From an optimization exercise on the open Yosys and OpenROAD flow, aimed at small area, a short achievable clock period and few clock cycles per item; shortcuts taken in it are not production practice. Function was checked by simulation only, so behaviour that the tests miss may differ from the original. Power figures rest on the tool's default switching activity, not on a simulated workload.

`flow/config.mk`:
```
export PLATFORM = sky130hd
export DESIGN_NAME = aes_dec_core
export DESIGN_NICKNAME = aes_dec_core
export VERILOG_FILES = /design/flow/design.v
export SDC_FILE = /design/flow/constraint.sdc
export NUM_CORES = 4
export LEC_CHECK = 0
export CAP_MARGIN = 20
export CELL_PAD_IN_SITES_DETAIL_PLACEMENT = 1
export CELL_PAD_IN_SITES_GLOBAL_PLACEMENT = 2
export CORE_MARGIN = 2
export CORE_UTILIZATION = 30
export PLACE_DENSITY = 0.5
export SLEW_MARGIN = 20
```
`flow/constraint.sdc`:
```
create_clock -name core_clock -period 8.0 [get_ports {clk}]
set_input_delay 1.6000 -clock core_clock [delete_from_list [all_inputs] [get_ports {clk}]]
set_output_delay 1.6000 -clock core_clock [all_outputs]
set_load 0.01 [all_outputs]
```
`flow/design.v`:
```
module aes_dec_core (
    input  logic         clk,
    input  logic         rst,
    input  logic         start,
    input  logic [127:0] key,
    input  logic [127:0] ciphertext,
    input  logic         step_en,
    output logic         busy,
    output logic         done,
    output logic [127:0] plaintext
);
    typedef enum logic [2:0] {
        IDLE  = 3'd0,
        KEXP  = 3'd1,
        ADD0  = 3'd2,
        ROUND = 3'd3,
        FINAL = 3'd4
    } state_t;
    localparam logic [2047:0] SBOX = {
        128'h637c777bf26b6fc53001672bfed7ab76, 128'hca82c97dfa5947f0add4a2af9ca472c0,
        128'hb7fd9326363ff7cc34a5e5f171d83115, 128'h04c723c31896059a071280e2eb27b275,
        128'h09832c1a1b6e5aa0523bd6b329e32f84, 128'h53d100ed20fcb15b6acbbe394a4c58cf,
        128'hd0efaafb434d338545f9027f503c9fa8, 128'h51a3408f929d38f5bcb6da2110fff3d2,
        128'hcd0c13ec5f974417c4a77e3d645d1973, 128'h60814fdc222a908846eeb814de5e0bdb,
        128'he0323a0a4906245cc2d3ac629195e479, 128'he7c8376d8dd54ea96c56f4ea657aae08,
        128'hba78252e1ca6b4c6e8dd741f4bbd8b8a, 128'h703eb5664803f60e613557b986c11d9e,
        128'he1f8981169d98e949b1e87e9ce5528df, 128'h8ca1890dbfe6426841992d0fb054bb16
    };
    localparam logic [2047:0] INV_SBOX = {
        128'h52096ad53036a538bf40a39e81f3d7fb, 128'h7ce339829b2fff87348e4344c4dee9cb,
        128'h547b9432a6c2233dee4c950b42fac34e, 128'h082ea16628d924b2765ba2496d8bd125,
        128'h72f8f66486689816d4a45ccc5d65b692, 128'h6c704850fdedb9da5e154657a78d9d84,
        128'h90d8ab008cbcd30af7e45805b8b34506, 128'hd02c1e8fca3f0f02c1afbd0301138a6b,
        128'h3a9111414f67dcea97f2cfcef0b4e673, 128'h96ac7422e7ad3585e2f937e81c75df6e,
        128'h47f11a711d29c5896fb7620eaa18be1b, 128'hfc563e4bc6d279209adbc0fe78cd5af4,
        128'h1fdda8338807c731b11210592780ec5f, 128'h60517fa919b54a0d2de57a9f93c99cef,
        128'ha0e03b4dae2af5b0c8ebbb3c83539961, 128'h172b047eba77d626e169146355210c7d
    };
    function automatic logic [7:0] sbox(input logic [7:0] x);
        sbox = SBOX[{~x, 3'b000} +: 8];
    endfunction
    function automatic logic [7:0] inv_sbox(input logic [7:0] x);
        inv_sbox = INV_SBOX[{~x, 3'b000} +: 8];
    endfunction
    function automatic logic [7:0] xtime(input logic [7:0] x);
        xtime = {x[6:0], 1'b0} ^ (x[7] ? 8'h1b : 8'h00);
    endfunction
    function automatic logic [7:0] inv_xtime(input logic [7:0] x);
        inv_xtime = x[0] ? {1'b1, x[7:1] ^ 7'h0d} : {1'b0, x[7:1]};
    endfunction
    function automatic logic [31:0] sub_rot_word(input logic [31:0] w);
        sub_rot_word = {sbox(w[23:16]), sbox(w[15:8]), sbox(w[7:0]), sbox(w[31:24])};
    endfunction
    function automatic logic [127:0] fwd_key(input logic [127:0] rk, input logic [7:0] rc);
        logic [31:0] n0, n1, n2, n3;
        n0 = rk[127:96] ^ sub_rot_word(rk[31:0]) ^ {rc, 24'h000000};
        n1 = rk[95:64] ^ n0;
        n2 = rk[63:32] ^ n1;
        n3 = rk[31:0] ^ n2;
        fwd_key = {n0, n1, n2, n3};
    endfunction
    function automatic logic [127:0] inv_key(input logic [127:0] rk, input logic [7:0] rc);
        logic [31:0] n0, n1, n2, n3;
        n3 = rk[31:0] ^ rk[63:32];
        n2 = rk[63:32] ^ rk[95:64];
        n1 = rk[95:64] ^ rk[127:96];
        n0 = rk[127:96] ^ sub_rot_word(n3) ^ {rc, 24'h000000};
        inv_key = {n0, n1, n2, n3};
    endfunction
    function automatic logic [127:0] inv_shift_sub(input logic [127:0] s);
        logic [127:0] o;
        logic [3:0]   dst;
        logic [3:0]   src;
        o = 128'h0;
        for (int i = 0; i < 16; i++) begin
            dst = 4'(i);
            src = {dst[3:2] - dst[1:0], dst[1:0]};
            o[127 - 8*i -: 8] = inv_sbox(s[127 - 8*int'(src) -: 8]);
        end
        inv_shift_sub = o;
    endfunction
    function automatic logic [31:0] inv_mix_col(input logic [31:0] col);
        logic [7:0] a [4];
        logic [7:0] x2 [4];
        logic [7:0] x4 [4];
        logic [7:0] x8 [4];
        logic [7:0] m9 [4];
        logic [7:0] mb [4];
        logic [7:0] md [4];
        logic [7:0] me [4];
        for (int j = 0; j < 4; j++) begin
            a[j]  = col[31 - 8*j -: 8];
            x2[j] = xtime(a[j]);
            x4[j] = xtime(x2[j]);
            x8[j] = xtime(x4[j]);
            m9[j] = x8[j] ^ a[j];
            mb[j] = x8[j] ^ x2[j] ^ a[j];
            md[j] = x8[j] ^ x4[j] ^ a[j];
            me[j] = x8[j] ^ x4[j] ^ x2[j];
        end
        inv_mix_col = {me[0] ^ mb[1] ^ md[2] ^ m9[3],
                m9[0] ^ me[1] ^ mb[2] ^ md[3],
                md[0] ^ m9[1] ^ me[2] ^ mb[3],
                mb[0] ^ md[1] ^ m9[2] ^ me[3]};
    endfunction
    function automatic logic [127:0] inv_mix(input logic [127:0] s);
        logic [127:0] o;
        o = 128'h0;
        for (int c = 0; c < 4; c++) begin
            o[127 - 32*c -: 32] = inv_mix_col(s[127 - 32*c -: 32]);
        end
        inv_mix = o;
    endfunction
    state_t       state_r, state_s;
    logic [127:0] st_r, st_s;
    logic [127:0] rk_r, rk_s;
    logic [3:0]   rnd_r, rnd_s;
    logic [7:0]   rcon_r, rcon_s;
    logic         busy_r, busy_s;
    logic         done_r, done_s;
    logic [127:0] pt_r, pt_s;
    logic [127:0] inv_st_s;
    always_comb begin
        state_s  = state_r;
        st_s     = st_r;
        rk_s     = rk_r;
        rnd_s    = rnd_r;
        rcon_s   = rcon_r;
        busy_s   = busy_r;
        done_s   = 1'b0;
        pt_s     = pt_r;
        inv_st_s = inv_shift_sub(st_r);
        if (state_r == IDLE) begin
            if (start) begin
                rk_s    = key;
                st_s    = ciphertext;
                rnd_s   = 4'd1;
                rcon_s  = 8'h01;
                pt_s    = 128'h0;
                busy_s  = 1'b1;
                state_s = KEXP;
            end else begin
                busy_s  = 1'b0;
            end
        end else if (step_en) begin
            case (state_r)
                KEXP: begin
                    rk_s = fwd_key(rk_r, rcon_r);
                    if (rnd_r == 4'd10) begin
                        rcon_s  = 8'h36;
                        state_s = ADD0;
                    end else begin
                        rcon_s  = xtime(rcon_r);
                        rnd_s   = rnd_r + 4'd1;
                    end
                end
                ADD0: begin
                    st_s    = st_r ^ rk_r;
                    rk_s    = inv_key(rk_r, rcon_r);
                    rcon_s  = inv_xtime(rcon_r);
                    rnd_s   = 4'd9;
                    state_s = ROUND;
                end
                ROUND: begin
                    st_s   = inv_mix(inv_st_s ^ rk_r);
                    rk_s   = inv_key(rk_r, rcon_r);
                    rcon_s = inv_xtime(rcon_r);
                    rnd_s  = rnd_r - 4'd1;
                    if (rnd_r == 4'd1) begin
                        state_s = FINAL;
                    end else begin
                        state_s = ROUND;
                    end
                end
                FINAL: begin
                    pt_s    = inv_st_s ^ rk_r;
                    done_s  = 1'b1;
                    busy_s  = 1'b0;
                    state_s = IDLE;
                end
                default: begin
                    busy_s  = 1'b0;
                    state_s = IDLE;
                end
            endcase
        end else begin
            state_s = state_r;
        end
    end
    always_ff @(posedge clk) begin
        if (rst) begin
            state_r <= IDLE;
            st_r    <= 128'h0;
            rk_r    <= 128'h0;
            rnd_r   <= 4'd0;
            rcon_r  <= 8'h00;
            busy_r  <= 1'b0;
            done_r  <= 1'b0;
            pt_r    <= 128'h0;
        end else begin
            state_r <= state_s;
            st_r    <= st_s;
            rk_r    <= rk_s;
            rnd_r   <= rnd_s;
            rcon_r  <= rcon_s;
            busy_r  <= busy_s;
            done_r  <= done_s;
            pt_r    <= pt_s;
        end
    end
    assign busy      = busy_r;
    assign done      = done_r;
    assign plaintext = pt_r;
endmodule
```
`flow/run.sh`:
```
#!/bin/bash
# synth_recipe.tcl (not shown) runs the flow's synth.tcl, then flattens the netlist and writes it again
# the make line also repeats each setting of config.mk as NAME=value (left out here)
make -C /OpenROAD-flow-scripts/flow DESIGN_CONFIG=/design/flow/config.mk WORK_HOME=/design/flow/orfs CLKGATE_MAP_FILE= SYNTH_SCRIPT=/design/flow/synth_recipe.tcl finish
```
==> reports/results.ini <==
[run_status]
status = timing/DRC/antenna clean

[sta]
rsz0062_at_grt = false
slew_violations = 0
min_period_over_period = 0.8421
hold_violations = 0
relSlewSlack = 0.1630
tns_ns = 0
max_freq_mhz = 148.4
setup_viol = 0
layout_min_cycle_time_ns = 6.737
skew_ns = 0.04907
tightest_slew_ns = 1.247

[synthesis]
synth_area_leaders = dfxtp_1 7.2%, a21oi_1 6.3%, o21ai_0 6.0%
syn_area_per_cell_sq_um = 6.815
synth.most_common_cell = a21oi_1
netlist.area_leader.share = 0.07194
ys.flop_type = dfxtp_1
async_flop_share = 0
synth_edf_count = 0
synthTopCellsByCount = 1415 x a21oi_1, 1412 x nand2_1, 1336 x o21ai_0
syn-num-nets = 17020
ys_seq_area_frac = 0.07194
synth-seq-cells = 401
syn-cell-area_sq_um = 111600
ys_types = 121
synth_cells = 16380
yosys.area.top_type = dfxtp_1
ys_warn_count = 33

[clock_network]
cts_sinks = 401
clk_pin_slew_worst_paths_ns = 0.06
numCtsBuffers = 72
clk_path_buf_depth = 4
htreeDepth = 3
clk_latency_ns = 0.85
clockRootBuffer = clkbuf_16
cts_tree = yes
ctsHoldBuffers = 0
cts-resized-gates = 0
cts_setup_buffers = 0

[placed_design]
dpl.hpwl_microns = 587500
placed_area_sq_um = 118700
port_buffers = 389
gp_congestion = 1.048

[detailed_routing]
drcViolationCount = 0
num_vias = 142600
route.detailed.wl_per_inst_microns = 39.08
first_iter_violations = 20040
vias_per_cell = 6.961
ant_nets = 0
totalWireLength_microns = 800500
first_pass_iters = 8

[floorplan]
die-area_sq_um = 376900
io_pins = 390
die_w_microns = 613.9
std_cell_rows = 223
die_h_microns = 613.9
core_sq_um = 369700
start_util = 0.3019

[power_and_ir_drop]
p_leak_nw = 41.50
ir_worst_vdd_mv = 0.7568
p_per_area_nw_per_um2 = 379.6

[setup_path]
timing.rr.start = st_r[25]
r2r_end = st_r[18]
crit_required_ns = 8.65
start_kind = flip-flop
crit_arrival_ns = 7.39
cp_max_fo = 34
end_kind = flip-flop
reg2reg_slack_ns = 1.26
rr_worst_depth = 15
worstSetupPathType = flip-flop to flip-flop
critPathLaunch = st_r[25]

[hold_path]
hold_path_end = pt_r[81]
worstHoldPathType = flip-flop to flip-flop
min_from = pt_r[81]
min_delay_path_depth = 2

[grt]
antenna_found_initial = 77
grt_remaining_overflow = 0
grt.total_usage = 0.4055
grt_pass1_vias = 137800
grt_max_degree = 129
grt_pass1_wl_microns = 1119000

[run]
maxCapViolCount = 0

[cells_and_area]
nFillCells = 45520
areaGrowthSynthToFinish_pct = 8.598
drive_gt1_frac = 0.09727
nets = 16080
fin_area_sq_um = 121200

==> placed cells by master (no fill, tap or decap), types with 135 or more instances in the layout <==
master | netlist | routed
a21oi_1 | 1415 | 1414
nand2_1 | 1412 | 1407
o21ai_0 | 1336 | 1334
nor2_1 | 1298 | 1292
xnor2_1 | 737 | 712
buf_4 | 80 | 594
nand2b_1 | 492 | 491
nor3_1 | 450 | 450
nand3_1 | 421 | 421
clkdlybuf4s50_1 | 0 | 388
ha_1 | 386 | 385
a211oi_1 | 363 | 363
a31oi_1 | 348 | 348
nor2b_1 | 343 | 343
a311oi_1 | 338 | 338
o211ai_1 | 322 | 322
dfxtp_1 | 401 | 312
xor2_1 | 305 | 277
mux4_2 | 227 | 227
o221ai_1 | 218 | 218
o311ai_0 | 215 | 215
inv_1 | 214 | 207
mux2i_1 | 177 | 177
a221oi_1 | 176 | 176
o31ai_1 | 155 | 154
o22ai_1 | 146 | 146
or2_2 | 137 | 135
==> layout make-up <==
type | instances | area [sq um] | share of cell area
inverters | 271 | 1018 | 0.008404
flip-flops and latches | 401 | 8242 | 0.06801
well taps | 4950 | 6193 | 0.05111
repair buffers | 994 | 8569 | 0.07071
clock inverters | 33 | 361.6 | 0.002984
clock buffers | 94 | 2049 | 0.01691
diodes | 48 | 120.1 | 0.0009911
multi-input cells | 13690 | 94630 | 0.7809
==> routing by layer <==
layer	track usage	wire, microns	vias to the layer above
li1	-	-	59640
met1	0.5296	324700	72540
met2	0.6149	344100	8686
met3	0.07150	71140	1672
met4	0.2557	60320	26
met5	0	173	-
==> logic make-up after synthesis <==
group,after synthesis,synth area share
AO/OA/AOI/OAI,6347,0.3870
AND/OR/NAND/NOR,5278,0.2293
adder cells (fa/ha/maj),388,0.04346
multiplexers,459,0.06724
flip-flops,401,0.07194
XOR/XNOR,1218,0.1149
buffers and inverters,2284,0.08613
==> how the worst max path moves through the flow <==
stage / to / slack (ns) / cells past startpoint
finish: st_r[18] / 1.26 / 15
global placement: st_r[16] / 1.46 / 15
detailed placement: st_r[18] / 1.51 / 15
CTS: st_r[18] / 1.44 / 15
floorplan: st_r[67] / 3.03 / 14
global route: st_r[17] / 1.22 / 14
==> power by group <==
group          internal [mW]  switching [mW]
logic                   14.5            25.3
registers               2.16           0.706
clock network           1.98            1.44
total                   18.6            27.4
==> flip-flops by register name, indices dropped and copies added, names as in the netlist <==
| name | cells |
|---|---|
| st_r | 128 |
| state_r | 3 |
| rcon_r | 8 |
| busy_r | 1 |
| rk_r | 128 |
| pt_r | 128 |
| rnd_r | 4 |
| done_r | 1 |
==> worst max-delay path, cell delays in order (launching register included) <==
cell	delay, ns
dfxtp_1	0.30
buf_4	0.39
inv_1	0.36
ha_1	0.85
nand2b_1	0.45
a21oi_1	0.18
o21a_1	0.25
o32ai_1	0.40
mux2i_1	0.27
nand4_1	0.60
xor2_1	0.96
xor2_1	0.39
xnor2_1	0.19
xnor2_1	0.14
xnor2_1	0.58
a21oi_1	0.16
==> per-stage QoR <==
stage               setup slack [ns]    util  hold slack, ns  power [mW]  instances
floorplan                      3.034       -          0.4794       26.93      16380
finish                         1.263  0.3278          0.4559       46.00      20480
global route                   1.220  0.3277          0.4779       47.32      20460
detailed placement             1.510  0.3210          0.4470       41.37      20310
global placement               1.456  0.3209          0.4369       41.39      20300
CTS                            1.440  0.3275          0.4572       45.09      20430
Testbench counts, summed over its fixed seeds: cycles 12,320, blocks 560.

## re-timing with driven ports
In the flow no input, the clock included, has a driving cell. The finished layout below was timed again as built, in two steps.
Step 1 assumes that a clkbuf_16 drives the clock port and a buf_2 every other input.
Step 2, shift: input delay + t, output delay - t, t = (earliest + latest rising clock arrival at the registers) / 2. This alone moves slack from input paths to output paths.
Three values: ideal ports, drivers, drivers and shift; two values: the first two.
shift t [ns]: 0.919
slack for setup (ns): 1.263 / 1.263 / 1.263
hold slack, ns: 0.456 / 0.456 / 0.456
worst setup path at the end: register to register
After both steps setup and hold are still met in this run. The setup slack of this run moves by 0.000 ns with the drivers and by 0.000 ns with both steps.
